Source: an optimization exercise on an open RTL-to-GDS flow (aim: small area). Production flows keep margins and buffers that such runs may drop.
At most, simulation tests tie the RTL to the original design; equivalence was not proved.
Power and IR drop assume default switching activity.

Setup of build 73:
==> flow/design.v (excerpt) <==
module skin_box_overlay_top (
    input  logic        clk,
    input  logic        reset,
    input  logic        vsync_i,
    input  logic        href_i,
    input  logic        pix_stb_i,
    input  logic [7:0]  u_i,
    input  logic [7:0]  v_i,
    input  logic [7:0]  u_ref_i,
    input  logic [7:0]  v_ref_i,
    input  logic [15:0] area_thresh_i,
    input  logic        mode_i,
    input  logic [9:0]  draw_x_i,
    input  logic [9:0]  draw_y_i,
    input  logic [6:0]  luma_i,
    output logic [6:0]  red_o,
    output logic [6:0]  green_o,
    output logic [6:0]  blue_o
);
Size in the first run: about 2700 cells after synthesis, roughly 32000 µm² of cells after synthesis.
clock: 10.0 ns
lec_check: 0
cap_margin: 20
core_margin: 2
core_utilization: 55
cts_buf_list: sky130_fd_sc_hd__clkbuf_8
cts_cluster_diameter: 60
cts_cluster_size: 16
slew_margin: 20
synth_hierarchical: 1
synth_minimum_keep_size: 0
standard.sh (not shown) runs the stock make flow with config.mk's settings and CLKGATE_MAP_FILE= SYNTH_SCRIPT=/design/flow/synth_recipe.tcl, a recipe that flattens the netlist after the stock synthesis.
==> flow/flow/run.sh <==
#!/bin/bash
# The standard layout (the standard.sh, standard synthesis unchanged), with two
# changes: ports are buffered with the smallest buffer (buf_1) instead of
# clkdlybuf4s50_1, and clock tree synthesis runs without dummy loads.
# Every port still gets its own buffer and the clock still reaches every register
# through the clock tree. make's full output goes to flow_make.log here; each ORFS
# step also keeps its own log under orfs/logs/.
set -euo pipefail
export BUFFER_PORTS_ARGS="-buffer_cell sky130_fd_sc_hd__buf_1"
export CTS_ARGS='-sink_clustering_enable -repair_clock_nets -dont_use_dummy_load -buf_list {sky130_fd_sc_hd__clkbuf_4 sky130_fd_sc_hd__clkbuf_8} -sink_clustering_size 16 -sink_clustering_max_diameter 60'
bash standard.sh > flow_make.log 2>&1
[inputs] build 7 vs build 73
Settings: CAP_MARGIN: 20 -> 0; SLEW_MARGIN: 20 -> 0; GPL_TIMING_DRIVEN: unset -> 0.
==> flow/run.sh (new file) <==
#!/bin/bash
# synth_recipe.tcl (not shown) runs the flow's synth.tcl, then flattens the netlist and writes it again
# the make line also repeats each setting of config.mk as NAME=value (left out here)
make -C /OpenROAD-flow-scripts/flow DESIGN_CONFIG=/design/flow/config.mk WORK_HOME=/design/flow/orfs CLKGATE_MAP_FILE= SYNTH_SCRIPT=/design/flow/synth_recipe.tcl finish
removed: flow/flow/run.sh
removed: flow/standard.sh
## What came out
Build 7 ran to completion and came out clean on the timing, DRC and antenna checks.
Fraction of final layout cells with drive strength greater than 1 ends up lower on build 73.
[build 7] post-route minimum period rose 0.16 ns relative to build 73
Build 7 reports a lower number of buffer cells added on primary ports than build 73 does.
The number of antenna repair diodes reported for build 7 is smaller than that of build 73 by 3.
Build 7 has less setup slack than build 73.
Reported for build 73 and build 7, effective utilization at floorplan turned out identical to the last digit.
The met1 layer usage reported by global route of build 7 falls short of that of build 73 by 2.5 points.
Global-route track usage on met3 ended up 0.47 points lower on build 7 than on build 73.
The run with more routed wire is build 73, not build 7.
Build 7 vs build 73 — post-layout total power climbed by a few percent
The inputs of build 68 differ from those of build 7 as listed below.
Settings: a change of CORE_UTILIZATION from 55 to 70; a deleted GPL_TIMING_DRIVEN that had been 0; a change of SLEW_MARGIN from 0 to 20; a change of CAP_MARGIN from 0 to 20.
==> flow/flow/run.sh (new file) <==
#!/bin/bash
# The standard layout (the standard.sh, standard synthesis unchanged), with two
# changes: ports are buffered with the smallest buffer (buf_1) instead of
# clkdlybuf4s50_1, and clock tree synthesis runs without dummy loads.
# Every port still gets its own buffer and the clock still reaches every register
# through the clock tree. make's full output goes to flow_make.log here; each ORFS
# step also keeps its own log under orfs/logs/.
set -euo pipefail
export BUFFER_PORTS_ARGS="-buffer_cell sky130_fd_sc_hd__buf_1"
export CTS_ARGS="-sink_clustering_enable -repair_clock_nets -dont_use_dummy_load -buf_list sky130_fd_sc_hd__clkbuf_8 -sink_clustering_size 16 -sink_clustering_max_diameter 60"
bash standard.sh > flow_make.log 2>&1
==> flow/standard.sh (new file) <==
#!/bin/bash
# synth_recipe.tcl (not shown) runs the flow's synth.tcl, then flattens the netlist and writes it again
# the make line also repeats each setting of config.mk as NAME=value (left out here)
make -C /OpenROAD-flow-scripts/flow DESIGN_CONFIG=/design/flow/config.mk WORK_HOME=/design/flow/orfs CLKGATE_MAP_FILE= SYNTH_SCRIPT=/design/flow/synth_recipe.tcl "${@:-finish}"
removed: flow/run.sh
==> comparison <==
- Any difference in clock latency at the later pin of the worst-skew pair between build 7 and build 68 is small enough to ignore.
- As far as number of H-tree branching levels goes, build 7 and build 68 are indistinguishable; the numbers are identical.
- For build 7, the top routing layer in use was met4, unlike build 68, where it was met5.
- Placeable core region (higher): build 7
- Startpoint of the most critical setup path: draw_y_i[5] -> build 7, draw_y_i[7] -> build 68
- The higher number of antenna violations at the first check in global routing of build 7 and build 68 is in build 68.
- Build 68 -> build 7: synthesized cell count delta 0, exact match
- Non-clock buffer count in build 68 vs build 7: down about 27%
- Summary — share of cell area taken by flip-flops and latches, build 68 relative to build 7: higher, by 2.9 points.
- NOTE number of input and output port buffers inserted build 7->build 68 increased by a few percent
For build 38, these inputs were changed with respect to build 68:
Settings: changing CORE_UTILIZATION from 70 to 55.
[summary]
Maximum resistive drop on vdd delta for build 38 relative to build 68: 27% lower
Between build 38 and build 68, the overall die width is higher for build 38.
Compared with build 68, build 38 has extra setup slack.
Against build 68, build 38 comes in 4.3% higher on met2 layer wire length in the routed design.
From build 68 to build 38 the numbers moved as follows: worst hold slack level; total power moved up.


red:
skin_box_overlay_top, a different RTL version from the one above (not shown whole).
Size in the first run: ~2700 cells after synthesis, ~100 I/O pins, roughly 32000 um2 of cells after synthesis.
## skin_box_overlay_top
module skin_box_overlay_top (
    input  logic        clk,
    input  logic        reset,
    input  logic        vsync_i,
    input  logic        href_i,
    input  logic        pix_stb_i,
    input  logic [7:0]  u_i,
    input  logic [7:0]  v_i,
    input  logic [7:0]  u_ref_i,
    input  logic [7:0]  v_ref_i,
    input  logic [15:0] area_thresh_i,
    input  logic        mode_i,
    input  logic [9:0]  draw_x_i,
    input  logic [9:0]  draw_y_i,
    input  logic [6:0]  luma_i,
    output logic [6:0]  red_o,
    output logic [6:0]  green_o,
    output logic [6:0]  blue_o
);
export LEC_CHECK = 0
export CAP_MARGIN = 20
export CORE_MARGIN = 2
export CORE_UTILIZATION = 55
export CTS_BUF_LIST = sky130_fd_sc_hd__clkbuf_4
export CTS_CLUSTER_DIAMETER = 45
export CTS_CLUSTER_SIZE = 10
export SLEW_MARGIN = 20
export SYNTH_HIERARCHICAL = 1
export SYNTH_MINIMUM_KEEP_SIZE = 0
create_clock -name core_clock -period 10.0 [get_ports {clk}]
==> flow/flow/run.sh <==
#!/bin/bash
# The standard layout (the standard.sh, standard synthesis unchanged), with two
# changes: ports are buffered with the smallest buffer (buf_1) instead of
# clkdlybuf4s50_1, and clock tree synthesis runs without dummy loads.
# Every port still gets its own buffer and the clock still reaches every register
# through the clock tree. make's full output goes to flow_make.log here; each ORFS
# step also keeps its own log under orfs/logs/.
set -euo pipefail
export BUFFER_PORTS_ARGS="-buffer_cell sky130_fd_sc_hd__buf_1"
export RECOVER_POWER=100
export CTS_ARGS='-sink_clustering_enable -repair_clock_nets -dont_use_dummy_load -buf_list sky130_fd_sc_hd__clkbuf_4 -sink_clustering_size 10 -sink_clustering_max_diameter 45'
bash standard.sh > flow_make.log 2>&1
Nothing crashed in red and all stages finished; the problem is that the final layout failed, the offending checks being max-capacitance violations, max-slew violations.
### red -> blue
Settings: PLACE_DENSITY now 0.75, previously not set.
--- a/flow/flow/run.sh
+++ b/flow/flow/run.sh
@@ -9,3 +9,2 @@
 export BUFFER_PORTS_ARGS="-buffer_cell sky130_fd_sc_hd__buf_1"
-export RECOVER_POWER=100
 export CTS_ARGS='-sink_clustering_enable -repair_clock_nets -dont_use_dummy_load -buf_list sky130_fd_sc_hd__clkbuf_4 -sink_clustering_size 10 -sink_clustering_max_diameter 45'
## What came out
red: complete, dirty (max-capacitance violations, max-slew violations)
blue completed end to end with timing, DRC and antenna clean.
Summary of blue over red: minimum period implied by the final worst setup slack shows a reduction of 0.078 ns; wire length went down; final period utilization went down 0.78 points; worst hold-check slack climbed 0.037 ns; total vias in the final route up 436.
As far as clock network area share is concerned, blue and red perform about the same.
The placer's final routability congestion estimate was comparable across blue and red.
#### Input delta (green over blue)
Settings: changing CAP_MARGIN from 20 to 0; removing PLACE_DENSITY (formerly 0.75); changing SLEW_MARGIN from 20 to 0.
### Flow results
green vs. blue: portion of total power attributed to combinational logic down 0.2 points; combinational logic power down about 4%. Compared with blue, in green register-to-register slack up 0.11 ns, area added between synthesis and finish flat, share of the final layout cell area in sequential cells flat.
Setup changes, green to orange
Settings: changing CAP_MARGIN from 0 to 20; changing SLEW_MARGIN from 0 to 20; setting GPL_ROUTABILITY_DRIVEN to 0 for the first time.
Notes after the runs:
- From green to orange, row count did not move at all.
- Compared orange vs green, and via count of the first global-routing pass is down in orange.
- orange vs green — leakage power climbed slightly
- A launch point of the worst path of draw_y_i[8] is what green shows, while draw_y_i[7] belongs to orange.
- green -> orange: number of top-level pins delta 0, exact match
- orange ended with more final period utilization than green.
- Between orange and green, it is orange whose end-of-flow core utilization is higher, by 0.16 points.
- Diff orange..green | fraction of power consumed by combinational cells | negligible
#### Input delta (purple over orange)
Settings: GPL_ROUTABILITY_DRIVEN: 0 -> unset.
### Flow results
No stage failed in purple, and the final checks on the layout all came back clean. Taking orange as the reference, in purple total negative slack held steady, clock-buffer cell count fell by 5. When purple is set beside orange, its number of antenna violations at the first check in global routing turns out to be 1 smaller. orange → purple: cell count stayed essentially flat; logic gate share of total power stayed essentially flat. A slowest cell on the critical path of nor2_4 is what purple shows, while xnor2_1 belongs to orange.


## the baseline
skin_box_overlay_top, a different RTL version from the one above (not shown whole).
Size: ~2700 cells after synthesis, about 850 flip-flops, ~100 I/O pins, ~32000 sq um of cells after synthesis.
export LEC_CHECK = 0
export CAP_MARGIN = 20
export CORE_MARGIN = 2
export CORE_UTILIZATION = 50
export SLEW_MARGIN = 20
export SYNTH_HIERARCHICAL = 1
export SYNTH_MINIMUM_KEEP_SIZE = 0
create_clock -name core_clock -period 10.0 [get_ports {clk}]
run.sh (not shown) runs the stock make flow with config.mk's settings and CLKGATE_MAP_FILE= SYNTH_SCRIPT=/design/flow/synth_recipe.tcl, a recipe that flattens the netlist after the stock synthesis.
Stock flow here: none of the scripts above is used.
Complete run, failing final checks: the baseline, reason setup timing.
Edits applied to the flow inputs when going from the baseline to the candidate:
Settings: a change of CORE_UTILIZATION from 50 to 65.
==> comparison <==
Of the candidate and the baseline, not a single run came through the flow clean. The candidate: all stages done; final checks FAILED (setup timing). The launch point of the worst path comes out draw_y_i[9] in one run and draw_y_i[8] in the other, namely in the baseline and the candidate respectively. The candidate vs the baseline, clock skew went down by 0.011 ns. Comparing the candidate and the baseline, the higher net count reported at finish is on the baseline. Data required time of the critical path delta for the candidate relative to the baseline: 0.02 ns lower. The candidate against the baseline: shortest period the worst path allows picked up an extra 0.27 ns, net switching power of the design fell by 2.9%.
Function was not checked in any run of this note: the RTL went through the layout flow alone.


== before ==
Another version of the RTL of skin_box_overlay_top (not shown whole).
For scale: about 2,700 cells after synthesis, roughly 850 flip-flops, about 100 I/O pins.
clock: 10.0 ns
lec_check: 0
cap_margin: 20
core_margin: 2
core_utilization: 55
cts_buf_list: sky130_fd_sc_hd__clkbuf_16
cts_cluster_diameter: 80
cts_cluster_size: 24
slew_margin: 20
synth_hierarchical: 1
synth_minimum_keep_size: 0
Edits applied to the flow inputs when going from before to after:
Settings: CTS_CLUSTER_SIZE changed from 24 to 16; CTS_CLUSTER_DIAMETER changed from 80 to 60; CTS_BUF_LIST changed from sky130_fd_sc_hd__clkbuf_16 to sky130_fd_sc_hd__clkbuf_8.
Findings:
Going from before to after, setup slack decreased by 0.0090 ns relative to the old numbers; wire length comparable. Re switching share of total power: before was lower than after. In the flow results for before and after, the fraction of area in multi-input gates is smaller on before. after vs before, design area went down by about 1.1%. Going from before to after, static leakage power shrinks by about 1.2%. after vs before: number of vias per cell down in after.
Function was not checked in any run of this note: the RTL went through the layout flow alone.


RTL: one of the versions met above, not the one the previous note started from.
For scale: about 2700 cells after synthesis, ~850 flip-flops, roughly 32000 um2 of cells after synthesis.
==> flow/config.mk <==
export PLATFORM = sky130hd
export DESIGN_NAME = skin_box_overlay_top
export DESIGN_NICKNAME = skin_box_overlay_top
export VERILOG_FILES = /design/flow/design.v
export SDC_FILE = /design/flow/constraint.sdc
export NUM_CORES = 4
export LEC_CHECK = 0
export CAP_MARGIN = 20
export CORE_MARGIN = 2
export CORE_UTILIZATION = 55
export CTS_BUF_LIST = sky130_fd_sc_hd__clkbuf_8
export CTS_CLUSTER_DIAMETER = 60
export CTS_CLUSTER_SIZE = 16
export SLEW_MARGIN = 20
export SYNTH_HIERARCHICAL = 1
export SYNTH_MINIMUM_KEEP_SIZE = 0
==> flow/constraint.sdc <==
create_clock -name core_clock -period 10.0 [get_ports {clk}]
set_input_delay 2.0000 -clock core_clock [delete_from_list [all_inputs] [get_ports {clk}]]
set_output_delay 2.0000 -clock core_clock [all_outputs]
set_load 0.01 [all_outputs]
standard.sh (not shown) runs the stock make flow with config.mk's settings and CLKGATE_MAP_FILE= SYNTH_SCRIPT=/design/flow/synth_recipe.tcl, a recipe that flattens the netlist after the stock synthesis.
==> flow/flow/run.sh <==
#!/bin/bash
# The standard layout (the standard.sh, standard synthesis unchanged), with two
# changes: ports are buffered with the smallest buffer (buf_1) instead of
# clkdlybuf4s50_1, and clock tree synthesis runs without dummy loads.
# Every port still gets its own buffer and the clock still reaches every register
# through the clock tree. make's full output goes to flow_make.log here; each ORFS
# step also keeps its own log under orfs/logs/.
set -euo pipefail
export BUFFER_PORTS_ARGS="-buffer_cell sky130_fd_sc_hd__buf_1"
export CTS_ARGS='-sink_clustering_enable -repair_clock_nets -dont_use_dummy_load -buf_list sky130_fd_sc_hd__clkbuf_8 -sink_clustering_size 20 -sink_clustering_max_diameter 50'
bash standard.sh > flow_make.log 2>&1
The first run finished with timing, DRC and antenna clean.
==> next run, changes <==
==> flow/run.sh (new file) <==
#!/bin/bash
# synth_recipe.tcl (not shown) runs the flow's synth.tcl, then flattens the netlist and writes it again
# the make line also repeats each setting of config.mk as NAME=value (left out here)
make -C /OpenROAD-flow-scripts/flow DESIGN_CONFIG=/design/flow/config.mk WORK_HOME=/design/flow/orfs CLKGATE_MAP_FILE= SYNTH_SCRIPT=/design/flow/synth_recipe.tcl finish
removed: flow/flow/run.sh
removed: flow/standard.sh
The changed run ran to the end with no violations.
Setup slack is worse by 0.034 ns.
Register-to-register slack is better by 0.12 ns.
Power shrinks by 0.65%.
Cell area grows by 2.2%.
Cell count grows by 0.55%.
Count of clock-buffer cells in the layout shrinks by 11.
Sequential power barely changes.
Routed wire length shrinks by 1.3%.
Synthesized cell count does not change.
==> next run, changes <==
==> flow/flow/run.sh (new file) <==
#!/bin/bash
# The standard layout (the standard.sh, standard synthesis unchanged), with two
# changes: ports are buffered with the smallest buffer (buf_1) instead of
# clkdlybuf4s50_1, and clock tree synthesis runs without dummy loads.
# Every port still gets its own buffer and the clock still reaches every register
# through the clock tree. make's full output goes to flow_make.log here; each ORFS
# step also keeps its own log under orfs/logs/.
set -euo pipefail
export BUFFER_PORTS_ARGS="-buffer_cell sky130_fd_sc_hd__buf_1"
export CTS_ARGS='-sink_clustering_enable -repair_clock_nets -dont_use_dummy_load -buf_list sky130_fd_sc_hd__clkbuf_4 -sink_clustering_size 10 -sink_clustering_max_diameter 45'
bash standard.sh > flow_make.log 2>&1
==> flow/standard.sh (new file) <==
#!/bin/bash
# synth_recipe.tcl (not shown) runs the flow's synth.tcl, then flattens the netlist and writes it again
# the make line also repeats each setting of config.mk as NAME=value (left out here)
make -C /OpenROAD-flow-scripts/flow DESIGN_CONFIG=/design/flow/config.mk WORK_HOME=/design/flow/orfs CLKGATE_MAP_FILE= SYNTH_SCRIPT=/design/flow/synth_recipe.tcl "${@:-finish}"
removed: flow/run.sh
What happened: The changed run finished with timing, DRC and antenna clean; global-route usage increases by 0.23 points; hold slack got worse by 0.098 ns; core utilization decreases by 1.8 points; area after synthesis stays the same; via count increases by 0.95%; worst setup slack improved by 0.094 ns; final area decreases by 3.0%; sequential power is about the same; non-clock buffer count decreases by 20; wire length stays flat; fmax increases by 0.99%.

## separate check: timing with driven ports
Ports are ideal in the flow. The routed layouts listed here were re-timed in OpenROAD.
Step 1: set_driving_cell puts a clkbuf_16 on clk and a buf_2 on each other input, an assumption about the parent block.
Step 2 moves the port delays by t, midway between the first and last clock arrival at a register: inputs arrive t later, outputs are due t later. That takes back most of the time a late clock gives input paths.
a / b / c = no drivers / after step 1 / after step 2; a / b = the first two.
run	shift t [ns]	setup slack, ns	worst setup path at the end	clock arrival spread, ns	pins driven straight from the clock port
build 73	0.718	0.421 / 0.350 / -0.367	input to register	0.068 / 0.067	1
build 7	0.726	0.262 / 0.299 / -0.428	input to register	0.032 / 0.033	1
build 68	0.700	0.352 / 0.383 / -0.317	input to register	0.084 / 0.084	1
build 38	0.718	0.421 / 0.350 / -0.367	input to register	0.068 / 0.067	1
red	0.915	0.631 / 0.661 / -0.254	input to register	0.093 / 0.093	1
blue	0.916	0.709 / 0.749 / -0.168	input to register	0.111 / 0.111	1
green	0.912	0.731 / 0.761 / -0.151	input to register	0.094 / 0.094	1
orange	0.917	0.595 / 0.634 / -0.284	input to register	0.107 / 0.107	1
purple	0.910	0.730 / 0.760 / -0.151	input to register	0.089 / 0.089	1
the baseline	0.710	-0.199 / -0.159 / -0.869	input to register	0.029 / 0.029	1
the candidate	0.684	-0.466 / -0.436 / -1.121	input to register	0.019 / 0.019	1
before	0.676	0.558 / 0.595 / -0.081	input to register	0.042 / 0.042	1
after	0.773	0.549 / 0.575 / -0.198	input to register	0.044 / 0.044	1
the first run of note 5	0.727	0.487 / 0.415 / -0.312	input to register	0.098 / 0.098	1
the second run of note 5	0.793	0.453 / 0.485 / -0.308	input to register	0.035 / 0.034	1
the third run of note 5	0.908	0.547 / 0.464 / -0.445	input to register	0.129 / 0.129	1
The setup slack of the third run of note 5, which loses most, moves by -0.083 ns with the drivers and by -0.992 ns with both steps.
